Source: an optimization exercise on an open RTL-to-GDS flow (aim: small area and a short achievable clock period). Production flows keep margins and buffers that such runs may drop. The RTL was checked by simulation tests, not by an equivalence proof against the original design. No activity file was given, so power comes from the tool's default toggle rates.

$ cat flow/run.sh
#!/bin/bash
# synth_recipe.tcl (not shown) runs the flow's synth.tcl, then flattens the netlist and writes it again
# the make line also repeats each setting of config.mk as NAME=value (left out here)
make -C /OpenROAD-flow-scripts/flow DESIGN_CONFIG=/design/flow/config.mk WORK_HOME=/design/flow/orfs CLKGATE_MAP_FILE= SYNTH_SCRIPT=/design/flow/synth_recipe.tcl finish
$ cat flow/config.mk
export PLATFORM = sky130hd
export DESIGN_NAME = aes_ct_consistency_monitor
export DESIGN_NICKNAME = aes_ct_consistency_monitor
export VERILOG_FILES = /design/flow/design.v
export SDC_FILE = /design/flow/constraint.sdc
export NUM_CORES = 4
export LEC_CHECK = 0
export CAP_MARGIN = 20
export CORE_MARGIN = 2
export CORE_UTILIZATION = 40
export SLEW_MARGIN = 20
$ cat flow/design.v
package aes_cmon_pkg;
    typedef enum logic {
        SLOT_EMPTY,
        SLOT_ARMED
    } slot_state_e;
    typedef enum logic {
        ALERT_IDLE,
        ALERT_ACTIVE
    } alert_state_e;
    function automatic int tag_width(input int num_slots);
        if (num_slots <= 2) tag_width = 1;
        else tag_width = $clog2(num_slots);
    endfunction
endpackage
import aes_cmon_pkg::*;
module aes_cmon_slot
#(
    parameter int DataWidth   = 128,
    parameter int CntWidth    = 16,
    parameter int AlertThresh = 1
) (
    input  logic                 clk_i,
    input  logic                 rst_i,
    input  logic                 clear_i,
    input  logic                 obs_en_i,
    input  logic [DataWidth-1:0] obs_data_i,
    output logic                 match_o,
    output logic                 mismatch_o,
    output logic                 alert_hit_o,
    output logic                 period_hit_o,
    output logic [CntWidth-1:0]  iter_o,
    output logic [CntWidth-1:0]  period_o,
    output logic [DataWidth-1:0] diff_o
);
    localparam logic [CntWidth-1:0] CntMax = '1;
    localparam logic [CntWidth-1:0] Thresh = CntWidth'(AlertThresh);
    aes_cmon_pkg::slot_state_e state_q, state_d;
    logic [DataWidth-1:0] ref_q, ref_d;
    logic [CntWidth-1:0]  iter_q, iter_d;
    logic [CntWidth-1:0]  mm_cnt_q, mm_cnt_d;
    logic [CntWidth-1:0]  last_mm_q, last_mm_d;
    logic [CntWidth-1:0]  prev_int_q, prev_int_d;
    logic                 have_last_q, have_last_d;
    logic                 have_prev_q, have_prev_d;
    logic [CntWidth-1:0]  interval;
    always_comb begin
        state_d      = state_q;
        ref_d        = ref_q;
        iter_d       = iter_q;
        mm_cnt_d     = mm_cnt_q;
        last_mm_d    = last_mm_q;
        prev_int_d   = prev_int_q;
        have_last_d  = have_last_q;
        have_prev_d  = have_prev_q;
        match_o      = 1'b0;
        mismatch_o   = 1'b0;
        alert_hit_o  = 1'b0;
        period_hit_o = 1'b0;
        diff_o       = obs_data_i ^ ref_q;
        if (clear_i) begin
            state_d     = SLOT_EMPTY;
            iter_d      = '0;
            mm_cnt_d    = '0;
            last_mm_d   = '0;
            prev_int_d  = '0;
            have_last_d = 1'b0;
            have_prev_d = 1'b0;
        end else if (obs_en_i) begin
            if (state_q == SLOT_EMPTY) begin
                state_d = SLOT_ARMED;
                ref_d   = obs_data_i;
                iter_d  = '0;
            end else begin
                iter_d = (iter_q == CntMax) ? iter_q : iter_q + 1'b1;
                if (diff_o == '0) begin
                    match_o = 1'b1;
                end else begin
                    mismatch_o  = 1'b1;
                    mm_cnt_d    = (mm_cnt_q == CntMax) ? mm_cnt_q : mm_cnt_q + 1'b1;
                    alert_hit_o = (mm_cnt_d == Thresh) && (mm_cnt_q != Thresh);
                end
            end
        end
        interval = iter_d - last_mm_q;
        iter_o   = iter_d;
        period_o = interval;
        if (mismatch_o) begin
            period_hit_o = have_prev_q && (interval == prev_int_q) && (interval != '0);
            if (have_last_q) begin
                prev_int_d  = interval;
                have_prev_d = 1'b1;
            end
            last_mm_d   = iter_d;
            have_last_d = 1'b1;
        end
    end
    always_ff @(posedge clk_i) begin
        if (rst_i) begin
            state_q     <= SLOT_EMPTY;
            ref_q       <= '0;
            iter_q      <= '0;
            mm_cnt_q    <= '0;
            last_mm_q   <= '0;
            prev_int_q  <= '0;
            have_last_q <= 1'b0;
            have_prev_q <= 1'b0;
        end else begin
            state_q     <= state_d;
            ref_q       <= ref_d;
            iter_q      <= iter_d;
            mm_cnt_q    <= mm_cnt_d;
            last_mm_q   <= last_mm_d;
            prev_int_q  <= prev_int_d;
            have_last_q <= have_last_d;
            have_prev_q <= have_prev_d;
        end
    end
endmodule
import aes_cmon_pkg::*;
module aes_ct_consistency_monitor
#(
    parameter  int DataWidth   = 128,
    parameter  int NumSlots    = 4,
    parameter  int CntWidth    = 16,
    parameter  int AlertThresh = 1,
    localparam int TagWidth    = (NumSlots <= 2) ? 1 : $clog2(NumSlots)
) (
    input  logic                 clk_i,
    input  logic                 rst_i,
    input  logic                 clear_i,
    input  logic                 alert_clr_i,
    input  logic                 obs_valid_i,
    input  logic [TagWidth-1:0]  obs_tag_i,
    input  logic [DataWidth-1:0] obs_data_i,
    output logic                 match_o,
    output logic                 mismatch_o,
    output logic                 tag_err_o,
    output logic                 alert_o,
    output logic                 cap_valid_o,
    output logic [TagWidth-1:0]  cap_slot_o,
    output logic [CntWidth-1:0]  cap_iter_o,
    output logic [DataWidth-1:0] cap_diff_o,
    output logic                 period_valid_o,
    output logic [CntWidth-1:0]  period_o
);
    typedef struct packed {
        logic [TagWidth-1:0]  slot;
        logic [CntWidth-1:0]  iter;
        logic [DataWidth-1:0] diff;
    } capture_t;
    logic                 accept, tag_ok;
    logic [NumSlots-1:0]  slot_en, s_match, s_mismatch, s_alert_hit, s_period_hit;
    logic [CntWidth-1:0]  s_iter [NumSlots];
    logic [CntWidth-1:0]  s_period [NumSlots];
    logic [DataWidth-1:0] s_diff [NumSlots];
    logic                 sel_match, sel_mismatch, sel_alert_hit, sel_period_hit;
    logic [CntWidth-1:0]  sel_period;
    capture_t             sel_cap;
    logic                 match_q, match_d, mismatch_q, mismatch_d;
    logic                 tag_err_q, tag_err_d, period_valid_q, period_valid_d;
    logic [CntWidth-1:0]  period_q, period_d;
    aes_cmon_pkg::alert_state_e alert_state_q;
    logic                 cap_valid_q;
    capture_t             cap_q;
    assign accept = obs_valid_i && !clear_i;
    assign tag_ok = int'(obs_tag_i) < NumSlots;
    for (genvar g = 0; g < NumSlots; g++) begin : g_slot
        assign slot_en[g] = accept && tag_ok && (obs_tag_i == TagWidth'(g));
        aes_cmon_slot #(
            .DataWidth  (DataWidth),
            .CntWidth   (CntWidth),
            .AlertThresh(AlertThresh)
        ) u_slot (
            .clk_i       (clk_i),
            .rst_i       (rst_i),
            .clear_i     (clear_i),
            .obs_en_i    (slot_en[g]),
            .obs_data_i  (obs_data_i),
            .match_o     (s_match[g]),
            .mismatch_o  (s_mismatch[g]),
            .alert_hit_o (s_alert_hit[g]),
            .period_hit_o(s_period_hit[g]),
            .iter_o      (s_iter[g]),
            .period_o    (s_period[g]),
            .diff_o      (s_diff[g])
        );
    end
    always_comb begin
        sel_match      = 1'b0;
        sel_mismatch   = 1'b0;
        sel_alert_hit  = 1'b0;
        sel_period_hit = 1'b0;
        sel_period     = '0;
        sel_cap        = '0;
        for (int i = 0; i < NumSlots; i++) begin
            if (slot_en[i]) begin
                sel_match      = s_match[i];
                sel_mismatch   = s_mismatch[i];
                sel_alert_hit  = s_alert_hit[i];
                sel_period_hit = s_period_hit[i];
                sel_period     = s_period[i];
                sel_cap.slot   = TagWidth'(i);
                sel_cap.iter   = s_iter[i];
                sel_cap.diff   = s_diff[i];
            end
        end
    end
    always_comb begin
        match_d        = sel_match;
        mismatch_d     = sel_mismatch;
        tag_err_d      = accept && !tag_ok;
        period_valid_d = sel_period_hit;
        period_d       = sel_period_hit ? sel_period : period_q;
    end
    always_ff @(posedge clk_i) begin
        if (rst_i) begin
            match_q        <= 1'b0;
            mismatch_q     <= 1'b0;
            tag_err_q      <= 1'b0;
            period_valid_q <= 1'b0;
            period_q       <= '0;
        end else begin
            match_q        <= match_d;
            mismatch_q     <= mismatch_d;
            tag_err_q      <= tag_err_d;
            period_valid_q <= period_valid_d;
            period_q       <= period_d;
        end
    end
    always_ff @(posedge clk_i) begin
        if (rst_i) begin
            alert_state_q <= ALERT_IDLE;
            cap_valid_q   <= 1'b0;
            cap_q         <= '0;
        end else if (sel_alert_hit && (alert_state_q == ALERT_IDLE || alert_clr_i)) begin
            alert_state_q <= ALERT_ACTIVE;
            cap_valid_q   <= 1'b1;
            cap_q         <= sel_cap;
        end else if (alert_clr_i) begin
            alert_state_q <= ALERT_IDLE;
            cap_valid_q   <= 1'b0;
            cap_q         <= '0;
        end
    end
    assign match_o        = match_q;
    assign mismatch_o     = mismatch_q;
    assign tag_err_o      = tag_err_q;
    assign period_valid_o = period_valid_q;
    assign period_o       = period_q;
    assign alert_o        = (alert_state_q == ALERT_ACTIVE);
    assign cap_valid_o    = cap_valid_q;
    assign cap_slot_o     = cap_q.slot;
    assign cap_iter_o     = cap_q.iter;
    assign cap_diff_o     = cap_q.diff;
endmodule
$ cat flow/constraint.sdc
create_clock -name core_clock -period 6.5 [get_ports {clk_i}]
set_input_delay 1.3000 -clock core_clock [delete_from_list [all_inputs] [get_ports {clk_i}]]
set_output_delay 1.3000 -clock core_clock [all_outputs]
set_load 0.01 [all_outputs]
==> summary.txt <==
synth top area cells -> dfxtp_1 (37%), nand2_1 (9.9%), xor2_1 (8.3%)
TritonCTS Buffers -> 108
H-tree levels -> 3
most common cell in the synthesized netlist -> nand2_1
core area -> 127800 um2
PwrDens -> 223.2 nW/um2
post-route cell area -> 61220 um2
Routed WL -> 205300 um
first-pass GRT wire length -> 298600 um
CTS tree -> done
Post-Synthesis Cells -> 6398
Mapped Area -> 51640 um2
Setup Crit Path Kind -> in -> reg
startpoint class of the critical path -> primary input
Max VDD drop -> 0.2035 mV
Slew Limit Fails -> 0
outcome -> complete, no violations
predominant post-synthesis flop cell -> dfxtp_1
Distinct cells, synth -> 84
LEAKAGE -> 21.88 nW
Initial Util -> 0.4039
layout cells sized above 1 -> 0.1034
worst-path fanout max -> 17
CTS Sinks -> 946
Die Area -> 132000 um2
Area Overhead vs Synth -> 18.57%
total power -> 13.67 mW
Synth Net Count -> 6608
placed inst area -> 57480 um2
Post-CTS Setup Repair Bufs -> 0
Iter 0 DRT Violations -> 5535
routed vias/inst -> 5.735
unrepaired setup endpoints after global routing -> false
reg2reg path depth -> 24
Final Wtd Congestion -> 1.007
worst reg-to-reg setup slack -> 0.55 ns
initial antenna violation count -> 32
Detailed Routing Iterations Pass 1 -> 6
maxcap violations -> 0
fin crit share -> 0.9465
Avg WL per Cell -> 24.53 um
synthesis-stage register bit count -> 946
Worst EP arrival -> 6.82 ns
Routed Antenna Nets -> 0
Die Wd -> 363.3 um
syn_area_per_cell -> 8.071 um2
Clock Latency Late Sink -> 0.77 ns
Root Buffer -> clkbuf_16
Post-synth EDFFs -> 0
hold buffers post-CTS -> 0
cell taking the most area after synthesis -> dfxtp_1
ys async rst share -> 0
PortBufs -> 301
Crit. End Element -> register
gr usage total -> 0.3011
skew final -> 0.06445 ns
via count -> 47999
dpl hpwl -> 148800 um
Relative slew margins -> 0.1894
largest net degree at the start of global routing -> 217
Nets -> 6816
# resized after CTS -> 0
# setup viols final -> 0
Ports -> 303
DRC violations left -> 0
Yosys top cell area share -> 0.3668
hold depth -> 2
most frequent cells after synthesis -> nand2_1 (1355), dfxtp_1 (946), a21oi_1 (652), xor2_1 (489), clkbuf_1 (461)
worst r2r src -> g_slot[2].u_slot.iter_q[3]$_SDFF_PP0_
HP Start -> g_slot[3].u_slot.have_prev_q$_SDFF_PP0_
FMAX -> 162.5 MHz
fin crit period -> 6.152 ns
Seq/Total Area, Yosys -> 0.3668
end of the worst hold path -> g_slot[3].u_slot.have_prev_q$_SDFF_PP0_
Filler cells -> 12437
vias in the first global route -> 44578
clk slew on worst S/H paths -> 0.06 ns
Fin. Hold Viols -> 0
Die Ht -> 363.3 um
# rows -> 131
CP Data Required Time -> 7.16 ns
Worst Tran Pin Value -> 1.207 ns
clock buffer depth -> 3
crit path from -> clear_i
reg-to-reg endpoint -> period_q[12]$_SDFFE_PP0P_
GRT overflow -> 0
synth warn -> 5
Min-Delay Path Class -> reg -> reg
critical path: stages:
cell and delay (ns):
clkdlybuf4s50_1 0.43, nand2b_1 0.24, buf_4 0.23, or3_1 0.35, a21oi_1 0.18, buf_4 0.17
mux2i_1 0.23, nor2_1 0.09, ha_1 0.27, nor2b_1 0.13, o21a_1 0.17, o21ai_0 0.26
a21oi_1 0.13, a222oi_1 0.40, buf_4 0.19, a22oi_1 0.08, or4_1 0.55, a2111oi_0 0.40
buf_4 0.22, a32o_1 0.18, a311o_1 0.20, buf_12 0.19, mux2i_1 0.20
metrics by stage:
step	instances	utilization	setup slack, ns	hold WS, ns	TNS, ns
6_report	8370	0.4789	0.3477	0.4436	0
4_1_cts	8355	0.4786	0.4809	0.4459	0
3_5_place_dp	8158	0.4496	-0.2681	0.4340	-3.961
5_1_grt	8361	0.4787	0.02771	0.4616	0
3_3_place_gp	8158	0.4496	-0.1353	0.4339	-2.163
2_1_floorplan	6398	-	0.04235	0.4227	0
logic make-up after synthesis:
group,count (synthesis),share of synthesized area
AO/OA/AOI/OAI,1215,0.1372
other,1,0.00007262
multiplexers,170,0.06513
adder cells (fa/ha/maj),78,0.01934
AND/OR/NAND/NOR,2480,0.2147
flip-flops,946,0.3668
buffers and inverters,648,0.04803
XOR/XNOR,860,0.1488
sequential cells by signal (all words and copies together) (netlist names):
register                   count
g_slot.u_slot.last_mm_q       64
g_slot.u_slot.have_prev_q      4
g_slot.u_slot.prev_int_q      64
cap_q                        146
g_slot.u_slot.have_last_q      4
g_slot.u_slot.mm_cnt_q        64
g_slot.u_slot.state_q          4
g_slot.u_slot.iter_q          64
mismatch_q                     1
match_q                        1
cap_valid_q                    1
period_q                      16
period_valid_q                 1
g_slot.u_slot.ref_q          512
metal layers:
layer  part of all wire  up-vias  GRT usage
li1                   -    22383          -
met1               0.40    22974     0.3816
met2               0.45     2124     0.4759
met3              0.090      488    0.06055
met4              0.063       30     0.1737
met5             0.0011        -          0
cell type report:
cell class                      instances  area [um2]  share of cell area
Timing Repair Buffer                  626        5693             0.09299
Tap cell                             1662        2079             0.03397
Sequential cell                       946       18940              0.3093
Clock inverter                         42       563.0            0.009196
Clock buffer                          155        3139             0.05128
Inverter                              120       450.4            0.007357
Multi-Input combinational cell       4804       30320              0.4953
Antenna cell                           15       37.54           0.0006131
worst max-delay path by stage:
stage | end | cells after the start
after floorplan | period_q[6]$_SDFFE_PP0P_ | 25
after global placement | period_q[15]$_SDFFE_PP0P_ | 23
after detailed placement | period_q[12]$_SDFFE_PP0P_ | 23
after CTS | period_q[12]$_SDFFE_PP0P_ | 23
after global routing | period_q[0]$_SDFFE_PP0P_ | 24
final | period_q[12]$_SDFFE_PP0P_ | 23
placed cells by master (no fill, tap or decap), drive strengths merged, types with 10 or more instances in the layout:
master / count
a211oi: 27
a21o: 22
a21oi: 654
a22o: 65
a311oi: 15
a31oi: 46
and2: 17
and3: 41
and4: 19
buf: 328
bufinv: 10
clkbuf: 155
clkdlybuf4s50: 298
clkinv: 25
dfxtp: 946
diode: 15
ha: 71
inv: 123
mux2i: 30
mux4: 132
nand2: 1355
nand2b: 36
nand3: 235
nand4: 135
nor2: 307
nor2b: 29
nor3: 111
nor4: 116
o211ai: 33
o21a: 14
o21ai: 240
o31ai: 11
or2: 14
or3: 21
or4: 13
xnor2: 360
xnor3: 11
xor2: 489
where the power goes:
part	switching, mW	leakage [nW]	internal, mW	total (mW)
Combinational	0.887	12.4	0.410	1.30
Clock	2.68	1.82	3.76	6.44
Sequential	0.0631	7.64	5.87	5.93
Total	3.63	21.9	10.0	13.7

## re-timing with driven ports
Ports are ideal in the flow. The routed layout listed here was re-timed in OpenROAD. Step 1 sets driving cells, clkbuf_16 on the clock port and buf_2 on the other inputs (assumed; they add their load-dependent delay and slew). Step 2 also shifts input and output timing later by t, the mid clock arrival at the registers, as if the neighbouring blocks saw the same clock. Three values: ideal ports, drivers, drivers and shift; two values: the first two.
t, ns: 0.825
slack for setup (ns): 0.348 / 0.403 / -0.422
worst setup path after step 2: input to register
clock arrival spread, ns: 0.065 / 0.064
pins driven straight from the clock port: 1
Met with ideal ports but missed after step 2: setup timing in this run. The setup slack of this run moves by +0.055 ns with the drivers and by -0.770 ns with both steps.
